From an optimization exercise on the open Yosys and OpenROAD flow, aimed at small area, a short achievable clock period and few clock cycles per item; shortcuts taken in it are not production practice. The RTL was checked by simulation tests, not by an equivalence proof against the original design. Power and IR drop assume default switching activity.

==> flow/design.v <==
package fol_pkg;
  localparam int unsigned KEY_W       = 8;
  localparam int unsigned POS_W       = 3;
  localparam int unsigned HIT_COUNT_W = 16;
  localparam int unsigned ENTRIES     = 8;
endpackage
module fol_ctrl (
  input  logic clk_i,
  input  logic rst_ni,
  input  logic in_valid_i,
  output logic in_ready_o,
  output logic out_valid_o,
  input  logic out_ready_i,
  output logic k_load_o,    
  output logic l_load_o,    
  output logic fire_o,      
  output logic l_valid_o    
);
  logic kv_q, lv_q, ov_q;
  logic l_free;
  assign fire_o     = lv_q && (!ov_q || out_ready_i);
  assign l_free     = !lv_q || fire_o;
  assign l_load_o   = l_free;
  assign k_load_o   = !kv_q || l_free;
  assign in_ready_o = k_load_o;
  always_ff @(posedge clk_i or negedge rst_ni) begin
    if (!rst_ni) begin
      kv_q <= 1'b0;
      lv_q <= 1'b0;
      ov_q <= 1'b0;
    end else begin
      if (k_load_o) kv_q <= in_valid_i;
      if (l_free) lv_q <= kv_q;
      if (fire_o) ov_q <= 1'b1;
      else if (out_ready_i) ov_q <= 1'b0;
    end
  end
  assign out_valid_o = ov_q;
  assign l_valid_o   = lv_q;
endmodule
module fol_datapath (
  input  logic                              clk_i,
  input  logic                              rst_ni,
  input  logic                              k_load_i,
  input  logic                              l_load_i,
  input  logic                              fire_i,
  input  logic                              l_valid_i,
  input  logic [fol_pkg::KEY_W-1:0]         key_i,
  output logic                              hit_o,
  output logic [fol_pkg::POS_W-1:0]         old_position_o,
  output logic [fol_pkg::POS_W-1:0]         new_position_o,
  output logic [fol_pkg::HIT_COUNT_W-1:0]   hit_count_o
);
  localparam int unsigned N  = fol_pkg::ENTRIES;
  localparam int unsigned PW = fol_pkg::POS_W;
  localparam int unsigned CW = fol_pkg::HIT_COUNT_W;
  function automatic logic gt_f(input logic [CW-1:0] a, input logic [CW-1:0] b);
    logic [CW-1:0] g, l;
    g = a & ~b;
    l = ~a & b;
    for (int s = 1; s < CW; s = s * 2)
      for (int i = 0; i + s < CW; i = i + 2 * s) begin
        g[i] = g[i + s] | (!l[i + s] & g[i]);
        l[i] = l[i + s] | (!g[i + s] & l[i]);
      end
    gt_f = g[0];
  endfunction
  logic [3:0]    k_q;             
  logic [3:0]    l_q;             
  logic [CW:0]   cinc_q;          
  logic [PW-1:0] skey_q [N];      
  logic [CW-1:0] scnt_q [N];      
  logic [N-2:0]  ne_q;            
  logic [3:0]    key_code;
  logic [CW-1:0] c_k, c_new;
  logic [CW:0]   cinc_d;
  logic [N-1:0]  kmatch, match, le_p, t2, rng, run, q1, at_d;
  logic          hit;
  logic [PW-1:0] p, d;
  assign key_code = {(key_i >= fol_pkg::KEY_W'(1)) && (key_i <= fol_pkg::KEY_W'(N)),
                     PW'(key_i - fol_pkg::KEY_W'(1))};
  always_ff @(posedge clk_i) begin
    if (k_load_i) k_q <= key_code;
  end
  always_comb begin
    c_k = '0;
    for (int i = 0; i < N; i++) begin
      kmatch[i] = k_q[3] && (skey_q[i] == k_q[2:0]);
      c_k       = c_k | (scnt_q[i] & {CW{kmatch[i]}});
    end
    cinc_d = (l_valid_i && l_q[3] && k_q[3] && (l_q[2:0] == k_q[2:0]))
             ? {1'b0, c_new} + (CW+1)'(1)
             : {1'b0, c_k} + (CW+1)'(1);
  end
  always_ff @(posedge clk_i) begin
    if (l_load_i) begin
      l_q    <= k_q;
      cinc_q <= cinc_d;
    end
  end
  always_comb begin
    hit   = l_q[3];
    c_new = cinc_q[CW-1:0] | {CW{cinc_q[CW]}};
    for (int i = 0; i < N; i++) begin
      match[i] = hit && (skey_q[i] == l_q[2:0]);
      t2[i]    = hit && !cinc_q[CW] && gt_f(scnt_q[i], cinc_q[CW-1:0]);
    end
    for (int i = 0; i < N; i++) begin
      le_p[i] = 1'b0;
      for (int m = i; m < N; m++) le_p[i] = le_p[i] | match[m];
    end
    for (int i = 0; i < N; i++) begin
      run[i] = 1'b0;
      for (int j = i; j < N; j++) begin
        logic all_eq;
        all_eq = 1'b1;
        for (int m = i; m < j; m++) all_eq = all_eq & !ne_q[m];
        run[i] = run[i] | (match[j] & all_eq);
      end
    end
    for (int i = 0; i < N; i++) begin
      rng[i]  = le_p[i] && !t2[i];
      q1[i]   = run[i] && ((i == 0) || ne_q[(i + N - 2) % (N - 1)]);
      at_d[i] = rng[i] && ((i == 0) || t2[(i + N - 1) % N]);
    end
    p[2] = match[4] | match[5] | match[6] | match[7];
    p[1] = match[2] | match[3] | match[6] | match[7];
    p[0] = match[1] | match[3] | match[5] | match[7];
    d[2] = t2[3];
    d[1] = (t2[1] & !t2[3]) | t2[5];
    d[0] = (t2[0] & !t2[1]) | (t2[2] & !t2[3]) | (t2[4] & !t2[5]) | t2[6];
  end
  always_ff @(posedge clk_i or negedge rst_ni) begin
    if (!rst_ni) begin
      for (int i = 0; i < N; i++) begin
        skey_q[i] <= PW'(i);
        scnt_q[i] <= '0;
      end
      ne_q <= '0;
    end else if (fire_i) begin
      for (int i = 0; i < N - 1; i++) begin
        if (!cinc_q[CW]) begin
          if (q1[i + 1])  ne_q[i] <= t2[i];
          else if (q1[i]) ne_q[i] <= 1'b1;
        end
      end
      for (int i = 0; i < N; i++) begin
        if (q1[i]) scnt_q[i] <= c_new;
        if (at_d[i])      skey_q[i] <= l_q[2:0];
        else if (rng[i])  skey_q[i] <= skey_q[(i + N - 1) % N];
      end
    end
  end
  logic                hit_q;
  logic [PW-1:0]       old_q, new_q;
  logic [CW-1:0]       hc_q;
  always_ff @(posedge clk_i) begin
    if (fire_i) begin
      hit_q <= hit;
      old_q <= p;
      new_q <= d;
      hc_q  <= c_new & {CW{hit}};
    end
  end
  assign hit_o          = hit_q;
  assign old_position_o = old_q;
  assign new_position_o = new_q;
  assign hit_count_o    = hc_q;
endmodule
module frequency_ordered_list_top (
  input  logic                              clk_i,
  input  logic                              rst_ni,
  input  logic                              in_valid_i,
  output logic                              in_ready_o,
  input  logic [fol_pkg::KEY_W-1:0]         in_key_i,
  output logic                              out_valid_o,
  input  logic                              out_ready_i,
  output logic                              out_hit_o,
  output logic [fol_pkg::POS_W-1:0]         out_old_position_o,
  output logic [fol_pkg::POS_W-1:0]         out_new_position_o,
  output logic [fol_pkg::HIT_COUNT_W-1:0]   out_hit_count_o
);
  logic k_load, l_load, fire, l_valid;
  fol_ctrl u_ctrl (
    .clk_i      (clk_i),
    .rst_ni     (rst_ni),
    .in_valid_i (in_valid_i),
    .in_ready_o (in_ready_o),
    .out_valid_o(out_valid_o),
    .out_ready_i(out_ready_i),
    .k_load_o   (k_load),
    .l_load_o   (l_load),
    .fire_o     (fire),
    .l_valid_o  (l_valid)
  );
  fol_datapath u_dp (
    .clk_i         (clk_i),
    .rst_ni        (rst_ni),
    .k_load_i      (k_load),
    .l_load_i      (l_load),
    .fire_i        (fire),
    .l_valid_i     (l_valid),
    .key_i         (in_key_i),
    .hit_o         (out_hit_o),
    .old_position_o(out_old_position_o),
    .new_position_o(out_new_position_o),
    .hit_count_o   (out_hit_count_o)
  );
endmodule
==> flow/config.mk <==
export PLATFORM = sky130hd
export DESIGN_NAME = frequency_ordered_list_top
export DESIGN_NICKNAME = frequency_ordered_list_top
export VERILOG_FILES = /design/flow/design.v
export SDC_FILE = /design/flow/constraint.sdc
export NUM_CORES = 4
export LEC_CHECK = 0
export CAP_MARGIN = 20
export CORE_MARGIN = 2
export CORE_UTILIZATION = 55
export SETUP_SLACK_MARGIN = 1.5
export SLEW_MARGIN = 20
==> flow/constraint.sdc <==
create_clock -name core_clock -period 5.0 [get_ports {clk_i}]
set_input_delay 1.0000 -clock core_clock [delete_from_list [all_inputs] [get_ports {clk_i}]]
set_output_delay 1.0000 -clock core_clock [all_outputs]
set_load 0.01 [all_outputs]
run.sh (not shown) runs the stock make flow with config.mk's settings and CLKGATE_MAP_FILE= SYNTH_SCRIPT=/design/flow/synth_recipe.tcl, a recipe that flattens the netlist after the stock synthesis.
Testbench counts at the start, summed over its fixed seeds: cycles 12,024, items 12,000.
Change:
--- a/flow/config.mk
+++ b/flow/config.mk
@@ -6,7 +6,8 @@
 export NUM_CORES = 4
 export LEC_CHECK = 0
+export ABC_AREA = 1
 export CAP_MARGIN = 20
 export CORE_MARGIN = 2
-export CORE_UTILIZATION = 55
-export SETUP_SLACK_MARGIN = 1.5
+export CORE_UTILIZATION = 40
+export SETUP_SLACK_MARGIN = 1.8
 export SLEW_MARGIN = 20
The changed run passed the timing, DRC and antenna checks.
Final area went up by roughly a tenth.
Via count went up by a quarter to a third.
First-iteration DRC count went up by well over a third.
Die area went up by well over a third.
Routed wire length went up by a quarter to a third.
Power went up by a few percent.
Change:
--- a/flow/config.mk
+++ b/flow/config.mk
@@ -6,8 +6,9 @@
 export NUM_CORES = 4
 export LEC_CHECK = 0
-export ABC_AREA = 1
 export CAP_MARGIN = 20
 export CORE_MARGIN = 2
 export CORE_UTILIZATION = 40
+export CTS_BUF_LIST = sky130_fd_sc_hd__clkbuf_4 sky130_fd_sc_hd__clkbuf_8
+export CTS_CLUSTER_SIZE = 30
 export SETUP_SLACK_MARGIN = 1.8
 export SLEW_MARGIN = 20
=> The changed run produced a clean layout. Setup slack gets worse by 0.10 ns. Wire length drops by roughly a tenth. Die area falls by roughly a tenth. Cell area goes down by a few percent.
Change:
--- a/flow/config.mk
+++ b/flow/config.mk
@@ -6,4 +6,5 @@
 export NUM_CORES = 4
 export LEC_CHECK = 0
+export ABC_AREA = 1
 export CAP_MARGIN = 20
 export CORE_MARGIN = 2
@@ -11,4 +12,4 @@
 export CTS_BUF_LIST = sky130_fd_sc_hd__clkbuf_4 sky130_fd_sc_hd__clkbuf_8
 export CTS_CLUSTER_SIZE = 30
-export SETUP_SLACK_MARGIN = 1.8
+export SETUP_SLACK_MARGIN = 2.0
 export SLEW_MARGIN = 20
Outcome:
- The changed run completed with no timing, DRC or antenna violations
- setup slack gains 0.34 ns
- non-clock buffer count shrinks by 13
- final area grows by about 8%
- hold slack gains 0.0036 ns
- clock-buffer cell count grows by 1
- flip-flop and latch count does not change
- wire length grows by about 17%
- synthesized area grows by about 13%
Change:
==> flow/config.mk (replaced) <==
export PLATFORM = sky130hd
export DESIGN_NAME = frequency_ordered_list_top
export DESIGN_NICKNAME = frequency_ordered_list_top
export VERILOG_FILES = /design/flow/design.v
export SDC_FILE = /design/flow/constraint.sdc
export NUM_CORES = 4
export LEC_CHECK = 0
export CAP_MARGIN = 20
export CORE_MARGIN = 2
export CORE_UTILIZATION = 60
export SETUP_SLACK_MARGIN = 1.5
export SLEW_MARGIN = 20
Routed wire length drops by about 22%.
Synthesized area came out lower by 12%.
Count of clock-buffer cells in the layout falls by 23.

## re-timing with driven ports
The flow's constraints put no driver on any port. The routed layouts listed below were extracted and timed again, unchanged, in two steps.
Step 1 assumes that a clkbuf_16 drives the clock port and a buf_2 every other input.
Step 2 times the ports against the registers' clock, not the clock port: input delays grow and output delays shrink by t, the midpoint of the rising clock arrivals with the driver on.
Three values: no drivers, after step 1, after step 2; two values: the first two.
run	shift t [ns]	slack for setup (ns)	worst data-port slew with drivers (ns)
the first run	0.575	1.563 / 1.563 / 1.186	0.04
the second run	0.593	1.900 / 1.876 / 1.528	0.05
the third run	0.591	1.800 / 1.800 / 1.636	0.04
the fourth run	0.595	2.141 / 2.122 / 1.703	0.05
the fifth run	0.568	1.479 / 1.479 / 1.232	0.04
After both steps every run listed still meets setup and hold. The setup slack of the fourth run, which loses most, moves by -0.019 ns with the drivers and by -0.438 ns with both steps.
